Background: an optimization exercise with open tools, aiming at small area, a short achievable clock period and few clock cycles per item. Do not read the settings as production practice. RTL that was checked went through simulation tests only; none was proved equivalent to the original. Power figures rest on the tool's default switching activity, not on a simulated workload.

Design ospfb_top, start of the top module:
module ospfb_top #(
  parameter int FFT_LEN = 32,
  parameter int DEC_FAC = 24,
  parameter int PTAPS   = 4,
  localparam int BR_W   = $clog2(FFT_LEN)
) (
  input  logic    clk,
  input  logic    rst_n,
  input  logic    in_valid,
  input  ospfb_pkg::sample_t in_data,
  output logic    in_ready,
  output logic    out_valid,
  output ospfb_pkg::out_t    out_data,
  output logic    out_last,
  output logic    out_sat,
  output logic    frame_start
);
Size in the first run: about 5400 cells after synthesis, about 2800 flip-flops.
export LEC_CHECK = 0
export ABC_CLOCK_PERIOD_IN_PS = 3000
export CAP_MARGIN = 20
export CORE_MARGIN = 2
export CORE_UTILIZATION = 50
export CTS_CLUSTER_DIAMETER = 150
export CTS_CLUSTER_SIZE = 28
export SLEW_MARGIN = 20
create_clock -name core_clock -period 9.0 [get_ports {clk}]
standard.sh (not shown) runs the stock make flow with config.mk's settings and CLKGATE_MAP_FILE= SYNTH_SCRIPT=/design/flow/synth_recipe.tcl, a recipe that flattens the netlist after the stock synthesis.
==> flow/flow/run.sh <==
#!/bin/bash
# Layout flow: the standard flow (standard.sh, unchanged synthesis) with
# two repair settings changed: timing repair aims below the clock period
# (a larger setup margin), and ports are buffered with buf_4 cells.
# make's full output goes to run_make.log in the work folder.
set -euo pipefail
cd "$(dirname "$0")/.."
MARGIN=${MARGIN:-5.9}
bash standard.sh \
  "SETUP_SLACK_MARGIN=${MARGIN}" \
  "BUFFER_PORTS_ARGS=-buffer_cell sky130_fd_sc_hd__buf_4" \
  finish > run_make.log 2>&1
test -f out/final.def
The first run produced a clean layout.
Edit:
- CORE_UTILIZATION: 50 -> 40
Cell area grows by 0.94%.
Worst setup slack loses 26 ps.
Non-clock buffer count is lower by 17.
Die area went up by 25%.
Hold slack got worse by 28 ps.
Total power rises by 0.71%.
Cell count climbs by 7.3%.
Register-to-register slack is better by 70 ps.
Sequential share of layout area drops by 0.63 points.
No functional check of the RTL was part of any run of this note.

* * *

Another version of the RTL of ospfb_top (not shown whole).
Size in the first run: ~2800 flip-flops, ~42 I/O pins, ~77000 µm² of cells after synthesis.
Settings: LEC_CHECK=0, ABC_CLOCK_PERIOD_IN_PS=3000, CAP_MARGIN=20, CORE_MARGIN=2, CORE_UTILIZATION=40, CTS_BUF_LIST=sky130_fd_sc_hd__clkbuf_8, SETUP_SLACK_MARGIN=5, SLEW_MARGIN=20; clock period 9.0 ns.
run.sh (not shown) runs the stock make flow with config.mk's settings and CLKGATE_MAP_FILE= SYNTH_SCRIPT=/design/flow/synth_recipe.tcl, a recipe that flattens the netlist after the stock synthesis.
Stock flow here: none of the scripts above is used.
Rerun with:
Settings changed: CTS_BUF_LIST sky130_fd_sc_hd__clkbuf_8 to not set.
Result: Routed wire length went down slightly; combinational power barely changes; synthesized cell count does not change; clock skew went down by 45 ps; die area is unchanged; final cell count went down by a few percent; first-iteration DRC count went up by a few percent.
Rerun with:
Settings changed: ABC_CLOCK_PERIOD_IN_PS 3000 to not set, SETUP_SLACK_MARGIN 5 to not set.
Cell count stays flat. Sequential power stays flat. Setup slack is worse by 1000 ps. Routed wire length went up by about 0.4%. Hold slack improves by 17 ps. Final area barely changes. Via count is about the same. Fmax goes down by about 21%.
Function was not checked in any run of this note: the RTL went through the layout flow alone.

* * *

Another version of the RTL of ospfb_top (not shown whole).
For scale: ~4,900 cells after synthesis, about 2,800 flip-flops, roughly 71,000 um2 of cells after synthesis.
==> flow/config.mk <==
export PLATFORM = sky130hd
export DESIGN_NAME = ospfb_top
export DESIGN_NICKNAME = ospfb_top
export VERILOG_FILES = /design/flow/design.v
export SDC_FILE = /design/flow/constraint.sdc
export NUM_CORES = 4
export LEC_CHECK = 0
export ABC_CLOCK_PERIOD_IN_PS = 3000
export CAP_MARGIN = 20
export CORE_MARGIN = 2
export CORE_UTILIZATION = 40
export CTS_CLUSTER_DIAMETER = 150
export CTS_CLUSTER_SIZE = 28
export SLEW_MARGIN = 20
==> flow/constraint.sdc <==
create_clock -name core_clock -period 9.0 [get_ports {clk}]
set_input_delay 1.8000 -clock core_clock [delete_from_list [all_inputs] [get_ports {clk}]]
set_output_delay 1.8000 -clock core_clock [all_outputs]
set_load 0.01 [all_outputs]
standard.sh (not shown) runs the stock make flow with config.mk's settings and CLKGATE_MAP_FILE= SYNTH_SCRIPT=/design/flow/synth_recipe.tcl, a recipe that flattens the netlist after the stock synthesis.
Scripts as last shown in full above: flow/flow/run.sh
Testbench counts at the start, summed over its fixed seeds: cycles 12,520, items 12,288.
Then changed:
--- a/flow/flow/run.sh
+++ b/flow/flow/run.sh
@@ -6,5 +6,5 @@
 set -euo pipefail
 cd "$(dirname "$0")/.."
-MARGIN=${MARGIN:-5.9}
+MARGIN=${MARGIN:-6.0}
 bash standard.sh \
   "SETUP_SLACK_MARGIN=${MARGIN}" \
After rerunning: The changed run went through all stages and came out clean. Design area barely changes. Maximum frequency fell by 0.35%. Non-clock buffer count does not change. Utilization rose by 0.12 points. Worst setup slack degrades by 0.011 ns. Via count fell by 0.57%. Clock power rose by about 1%. Global-route usage barely changes. Clock-buffer cell count fell by 2.

* * *

north:
ospfb_top, a different RTL version from the one above (not shown whole).
Size: ~2800 flip-flops, ~42 I/O pins, roughly 0.072 mm² of cells after synthesis.
clock: 9.0 ns
lec_check: 0
abc_clock_period_in_ps: 2500
cap_margin: 20
core_margin: 2
core_utilization: 45
cts_cluster_diameter: 150
cts_cluster_size: 28
slew_margin: 20
==> flow/flow/run.sh <==
#!/bin/bash
# Layout flow: the standard flow (standard.sh, unchanged synthesis) with
# two repair settings changed: timing repair aims below the clock period
# (a larger setup margin), and ports are buffered with buf_4 cells.
# make's full output goes to run_make.log in the work folder.
set -euo pipefail
cd "$(dirname "$0")/.."
MARGIN=${MARGIN:-5.9}
bash standard.sh \
  "SETUP_SLACK_MARGIN=${MARGIN}" \
  "BUFFER_PORTS_ARGS=-buffer_cell sky130_fd_sc_hd__buf_4" \
  finish > run_make.log 2>&1
test -f out/final.def
The final layout from north, which completed every stage, passed the timing, design-rule and antenna checks at the end of the flow.
Testbench counts of north, summed over its fixed seeds: cycles 12,528, items 12,288.
Relative to north, the following input files were edited for south:
# north
export LEC_CHECK = 0
export ABC_CLOCK_PERIOD_IN_PS = 2500
export CAP_MARGIN = 20
export CORE_MARGIN = 2
export CORE_UTILIZATION = 45
export CTS_CLUSTER_DIAMETER = 150
export CTS_CLUSTER_SIZE = 28
export SLEW_MARGIN = 20
create_clock -name core_clock -period 9.0 [get_ports {clk}]
# south
export LEC_CHECK = 0
export ABC_CLOCK_PERIOD_IN_PS = 3000
export CAP_MARGIN = 20
export CORE_MARGIN = 2
export CORE_UTILIZATION = 40
export CTS_CLUSTER_DIAMETER = 150
export CTS_CLUSTER_SIZE = 28
export SLEW_MARGIN = 20
create_clock -name core_clock -period 9.0 [get_ports {clk}]
--- outcome ---
south against north; detailed placement HPWL is up by a few percent.
Comparing south and north, the higher routed wire length is on south.
Final area delta (south − north): unfavourable

* * *

maple:
ospfb_top again, from the RTL that the note above started with.
clock: 9.0 ns
lec_check: 0
abc_area: 1
cap_margin: 20
core_margin: 2
core_utilization: 45
cts_cluster_diameter: 150
cts_cluster_size: 28
slew_margin: 20
Scripts as last shown in full above: flow/flow/run.sh
maple reached the end of the flow, and the finished layout is clean on the timing, design-rule and antenna checks.
Testbench counts of maple, summed over its fixed seeds: cycles 12,528, items 12,288.
### maple -> ember
Settings: an added CTS_BUF_LIST of sky130_fd_sc_hd__clkbuf_8 sky130_fd_sc_hd__clkbuf_16; an added ABC_CLOCK_PERIOD_IN_PS of 3000; a deleted ABC_AREA that had been 1.
Results
| fraction of standard cell area that is sequential | ember vs maple | ≈ equal |
ember vs. maple: complex-gate fraction of the synthesized area went down by 0.62 points.
Compared with maple, the router placed fewer vias in ember.
Summary: half-perimeter wire length after placement, ember better than maple
Any difference in area of the die between maple and ember is small enough to ignore.
Re synthesized cell count: ember is 497 down on maple.
There was hardly any difference in clock transition at the registers of the reported paths between ember and maple.
ember does better than maple on wire length of the first global-routing pass.
Compared with maple, ember shows a power share of the combinational group that is 3.6 points lower.
Edits applied to the flow inputs when going from ember to lagoon:
Settings: removing CTS_BUF_LIST (formerly sky130_fd_sc_hd__clkbuf_8 sky130_fd_sc_hd__clkbuf_16); changing CORE_UTILIZATION from 45 to 55.
Results
- Going from ember to lagoon, average detailed-routed wire length per instance grew by a few percent.
- Final critical path time including I/O delays and setup: lagoon worse than ember
- From ember to lagoon the numbers moved as follows: wire length went up 1.2%; relative area change from synthesis to final layout fell by 0.37 points; initial antenna violation count -3.

* * *

Setup of before:
ospfb_top, a different RTL version from the one above (not shown whole).
Size in the first run: roughly 5,200 cells after synthesis, ~2,900 flip-flops, roughly 42 I/O pins, about 0.077 sq mm of cells after synthesis.
export LEC_CHECK = 0
export ABC_CLOCK_PERIOD_IN_PS = 3000
export CAP_MARGIN = 20
export CORE_MARGIN = 2
export CORE_UTILIZATION = 40
export CTS_CLUSTER_DIAMETER = 150
export CTS_CLUSTER_SIZE = 24
export SLEW_MARGIN = 20
create_clock -name core_clock -period 9.0 [get_ports {clk}]
Scripts as last shown in full above: flow/flow/run.sh
before completed every stage of the flow, and the final layout passed the timing, design-rule and antenna checks.
Testbench counts of before, summed over its fixed seeds: cycles 12,768, items 12,288.
Inputs modified between before and after:
# before
export LEC_CHECK = 0
export ABC_CLOCK_PERIOD_IN_PS = 3000
export CAP_MARGIN = 20
export CORE_MARGIN = 2
export CORE_UTILIZATION = 40
export CTS_CLUSTER_DIAMETER = 150
export CTS_CLUSTER_SIZE = 24
export SLEW_MARGIN = 20
create_clock -name core_clock -period 9.0 [get_ports {clk}]
# after
export LEC_CHECK = 0
export ABC_CLOCK_PERIOD_IN_PS = 3000
export CAP_MARGIN = 20
export CORE_MARGIN = 2
export CORE_UTILIZATION = 40
export CTS_CLUSTER_DIAMETER = 150
export CTS_CLUSTER_SIZE = 28
export SLEW_MARGIN = 20
create_clock -name core_clock -period 9.0 [get_ports {clk}]
--- outcome ---
after — final area 800 sq um lower, before as reference
The power share of the clock group reported for after is smaller than that of before by 2.3 points.
On fraction of power spent switching nets, before tracks after almost exactly.
Between after and before, the difference in total global-route track usage is negligible.
| hold slack | before vs after | ≈ equal |
Looking at after and before, the detailed-route wire length on metal 1 is a wash.
Overall routed net length sits lower in after than in before.
On wire length of the first global-routing pass, after does better than before.
Summary — total clock buffers created by CTS, after relative to before: lower, by 25.
Total area of sequential cells: after vs before — no meaningful difference

* * *

ospfb_top with an RTL version that a note above also has.
Size: about 4900 cells after synthesis, ~2800 flip-flops.
==> flow/config.mk <==
export PLATFORM = sky130hd
export DESIGN_NAME = ospfb_top
export DESIGN_NICKNAME = ospfb_top
export VERILOG_FILES = /design/flow/design.v
export SDC_FILE = /design/flow/constraint.sdc
export NUM_CORES = 4
export LEC_CHECK = 0
export ABC_CLOCK_PERIOD_IN_PS = 3000
export CAP_MARGIN = 20
export CORE_MARGIN = 2
export CORE_UTILIZATION = 40
export CTS_CLUSTER_DIAMETER = 150
export CTS_CLUSTER_SIZE = 28
export SLEW_MARGIN = 20
==> flow/constraint.sdc <==
create_clock -name core_clock -period 9.0 [get_ports {clk}]
set_input_delay 1.8000 -clock core_clock [delete_from_list [all_inputs] [get_ports {clk}]]
set_output_delay 1.8000 -clock core_clock [all_outputs]
set_load 0.01 [all_outputs]
==> flow/flow/run.sh <==
#!/bin/bash
# Layout flow: the standard flow (standard.sh, unchanged synthesis) with
# two repair settings changed: timing repair aims below the clock period
# (a larger setup margin), and ports are buffered with buf_4 cells.
# make's full output goes to run_make.log in the work folder.
set -euo pipefail
cd "$(dirname "$0")/.."
MARGIN=${MARGIN:-5.8}
bash standard.sh \
  "SETUP_SLACK_MARGIN=${MARGIN}" \
  "BUFFER_PORTS_ARGS=-buffer_cell sky130_fd_sc_hd__buf_4" \
  finish > run_make.log 2>&1
test -f out/final.def
The first run passed the timing, design-rule and antenna checks.
Testbench counts at the start, summed over its fixed seeds: cycles 12,520, items 12,288.
Then changed:
--- a/flow/flow/run.sh
+++ b/flow/flow/run.sh
@@ -7,3 +7,3 @@
 cd "$(dirname "$0")/.."
-MARGIN=${MARGIN:-5.8}
+MARGIN=${MARGIN:-5.9}
 bash standard.sh \
- CORE_UTILIZATION: 40 -> 45
What happened: The changed run produced a clean layout. Power barely changes. Via count barely changes. Global-route usage went up by 1.6 points.

* * *

RTL: one of the versions met above, not the one the previous note started from.
For scale: roughly 42 I/O pins, about 72000 sq um of cells after synthesis.
// ospfb_top
module ospfb_top #(
  parameter int FFT_LEN = 32,
  parameter int DEC_FAC = 24,
  parameter int PTAPS   = 4,
  localparam int BR_W   = $clog2(FFT_LEN)
) (
  input  logic    clk,
  input  logic    rst_n,
  input  logic    in_valid,
  input  ospfb_pkg::sample_t in_data,
  output logic    in_ready,
  output logic    out_valid,
  output ospfb_pkg::out_t    out_data,
  output logic    out_last,
  output logic    out_sat,
  output logic    frame_start
);
  logic [SAMPLE_W-1:0]       in_q;
  logic [FFT_LEN-1:0]        wsel;
  logic                      commit;
  logic                      late;
  logic                      beat_valid;
  logic                      beat_last;
  logic [PTAPS*DIG_W-1:0]    beat_dig;
  logic [PTAPS*SAMPLE_W-1:0] taps_data;
  logic                      acc_valid;
  ospfb_pkg::acc_t           acc;
  logic                      acc_last;
  always_ff @(posedge clk) begin
    in_q <= in_data;
  end
  ospfb_ctrl #(
    .FFT_LEN(FFT_LEN),
    .DEC_FAC(DEC_FAC),
    .PTAPS  (PTAPS)
  ) i_ctrl (
    .clk        (clk),
    .rst_n      (rst_n),
    .in_valid   (in_valid),
    .in_ready   (in_ready),
    .wsel       (wsel),
    .commit     (commit),
    .late       (late),
    .beat_valid (beat_valid),
    .beat_last  (beat_last),
    .beat_dig   (beat_dig),
    .frame_start(frame_start)
  );
  pfb_delay_line #(
    .FFT_LEN(FFT_LEN),
    .PTAPS  (PTAPS)
  ) i_delay_line (
    .clk      (clk),
    .wsel     (wsel),
    .wdata    (in_q),
    .commit   (commit),
    .late     (late),
    .taps_data(taps_data)
  );
  pfb_mac #(
    .PTAPS(PTAPS)
  ) i_mac (
    .clk       (clk),
    .rst_n     (rst_n),
    .beat_valid(beat_valid),
    .beat_last (beat_last),
    .beat_dig  (beat_dig),
    .taps_data (taps_data),
    .acc_valid (acc_valid),
    .acc       (acc),
    .acc_last  (acc_last)
  );
  pfb_out_stage i_out_stage (
    .clk      (clk),
    .rst_n    (rst_n),
    .acc_valid(acc_valid),
    .acc      (acc),
    .acc_last (acc_last),
    .out_valid(out_valid),
    .out_data (out_data),
    .out_last (out_last),
    .out_sat  (out_sat)
  );
endmodule
==> flow/config.mk <==
export PLATFORM = sky130hd
export DESIGN_NAME = ospfb_top
export DESIGN_NICKNAME = ospfb_top
export VERILOG_FILES = /design/flow/design.v
export SDC_FILE = /design/flow/constraint.sdc
export NUM_CORES = 4
export LEC_CHECK = 0
export ABC_CLOCK_PERIOD_IN_PS = 3000
export CAP_MARGIN = 20
export CORE_MARGIN = 2
export CORE_UTILIZATION = 45
export CTS_CLUSTER_DIAMETER = 150
export CTS_CLUSTER_SIZE = 28
export SLEW_MARGIN = 20
==> flow/constraint.sdc <==
create_clock -name core_clock -period 9.0 [get_ports {clk}]
set_input_delay 1.8000 -clock core_clock [delete_from_list [all_inputs] [get_ports {clk}]]
set_output_delay 1.8000 -clock core_clock [all_outputs]
set_load 0.01 [all_outputs]
==> flow/flow/run.sh <==
#!/bin/bash
# Layout flow: the standard flow (standard.sh, unchanged synthesis) with
# two repair settings changed: timing repair aims below the clock period
# (a larger setup margin), and ports are buffered with buf_4 cells.
# make's full output goes to run_make.log in the work folder.
set -euo pipefail
cd "$(dirname "$0")/.."
MARGIN=${MARGIN:-5.9}
bash standard.sh \
  "SETUP_SLACK_MARGIN=${MARGIN}" \
  "BUFFER_PORTS_ARGS=-buffer_cell sky130_fd_sc_hd__buf_4" \
  finish > run_make.log 2>&1
test -f out/final.def
Testbench counts at the start, summed over its fixed seeds: cycles 12,528, items 12,288.
Next try:
--- a/flow/flow/run.sh
+++ b/flow/flow/run.sh
@@ -8 +8 @@
-MARGIN=${MARGIN:-5.9}
+MARGIN=${MARGIN:-6.2}
=> The new run completed without violations; worst setup slack is about the same; core utilization goes up by 0.33 points; routed wire length came out higher slightly; fmax hardly moves; non-clock buffer count went up by 21; hold slack is better by 0.0076 ns; combinational power grows by a few percent; total power goes up slightly; clock-buffer cell count rises by 1; via count went up slightly; critical path depth does not change.

-- what the ideal ports hide --
How much do the figures lean on ideal ports? The routed layouts below were timed once more, with nothing changed but the port constraints. Step 1: set_driving_cell puts a clkbuf_16 on clk and a buf_2 on each other input, an assumption about the parent block. Step 2 moves the port delays by t, midway between the first and last clock arrival at a register: inputs arrive t later, outputs are due t later. That takes back most of the time a late clock gives input paths. Slacks: ideal ports / drivers / drivers and shift; pairs: ideal ports / drivers.
run	t (ns)	slack for setup (ns)	worst data-port slew with drivers (ns)
the first run of note 1	0.815	5.805 / 5.744 / 5.653	0.04
the second run of note 1	0.856	5.778 / 5.698 / 5.659	0.05
the first run of note 2	1.046	5.226 / 5.150 / 4.837	0.12
the second run of note 2	0.930	5.171 / 5.092 / 4.819	0.11
the third run of note 2	0.939	4.124 / 4.124 / 4.124	0.11
the first run of note 3	0.833	5.866 / 5.790 / 5.533	0.06
the second run of note 3	0.841	5.855 / 5.781 / 5.519	0.05
north	0.803	5.923 / 5.848 / 5.788	0.03
south	0.835	5.891 / 5.818 / 5.760	0.04
maple	0.840	5.883 / 5.806 / 5.669	0.03
ember	0.803	5.921 / 5.846 / 5.789	0.03
lagoon	0.805	5.908 / 5.839 / 5.802	0.03
before	0.856	5.789 / 5.710 / 5.589	0.05
after	0.840	5.795 / 5.717 / 5.619	0.05
the first run of note 7	0.825	5.886 / 5.812 / 5.529	0.05
the second run of note 7	0.816	5.830 / 5.757 / 5.480	0.07
the first run of note 8	0.803	5.923 / 5.848 / 5.788	0.03
the second run of note 8	0.802	5.923 / 5.851 / 5.771	0.04
After both steps every run listed still meets setup and hold. For the first run of note 2, which loses most, drivers alone change the setup slack by -0.076 ns; drivers and shift together by -0.389 ns.
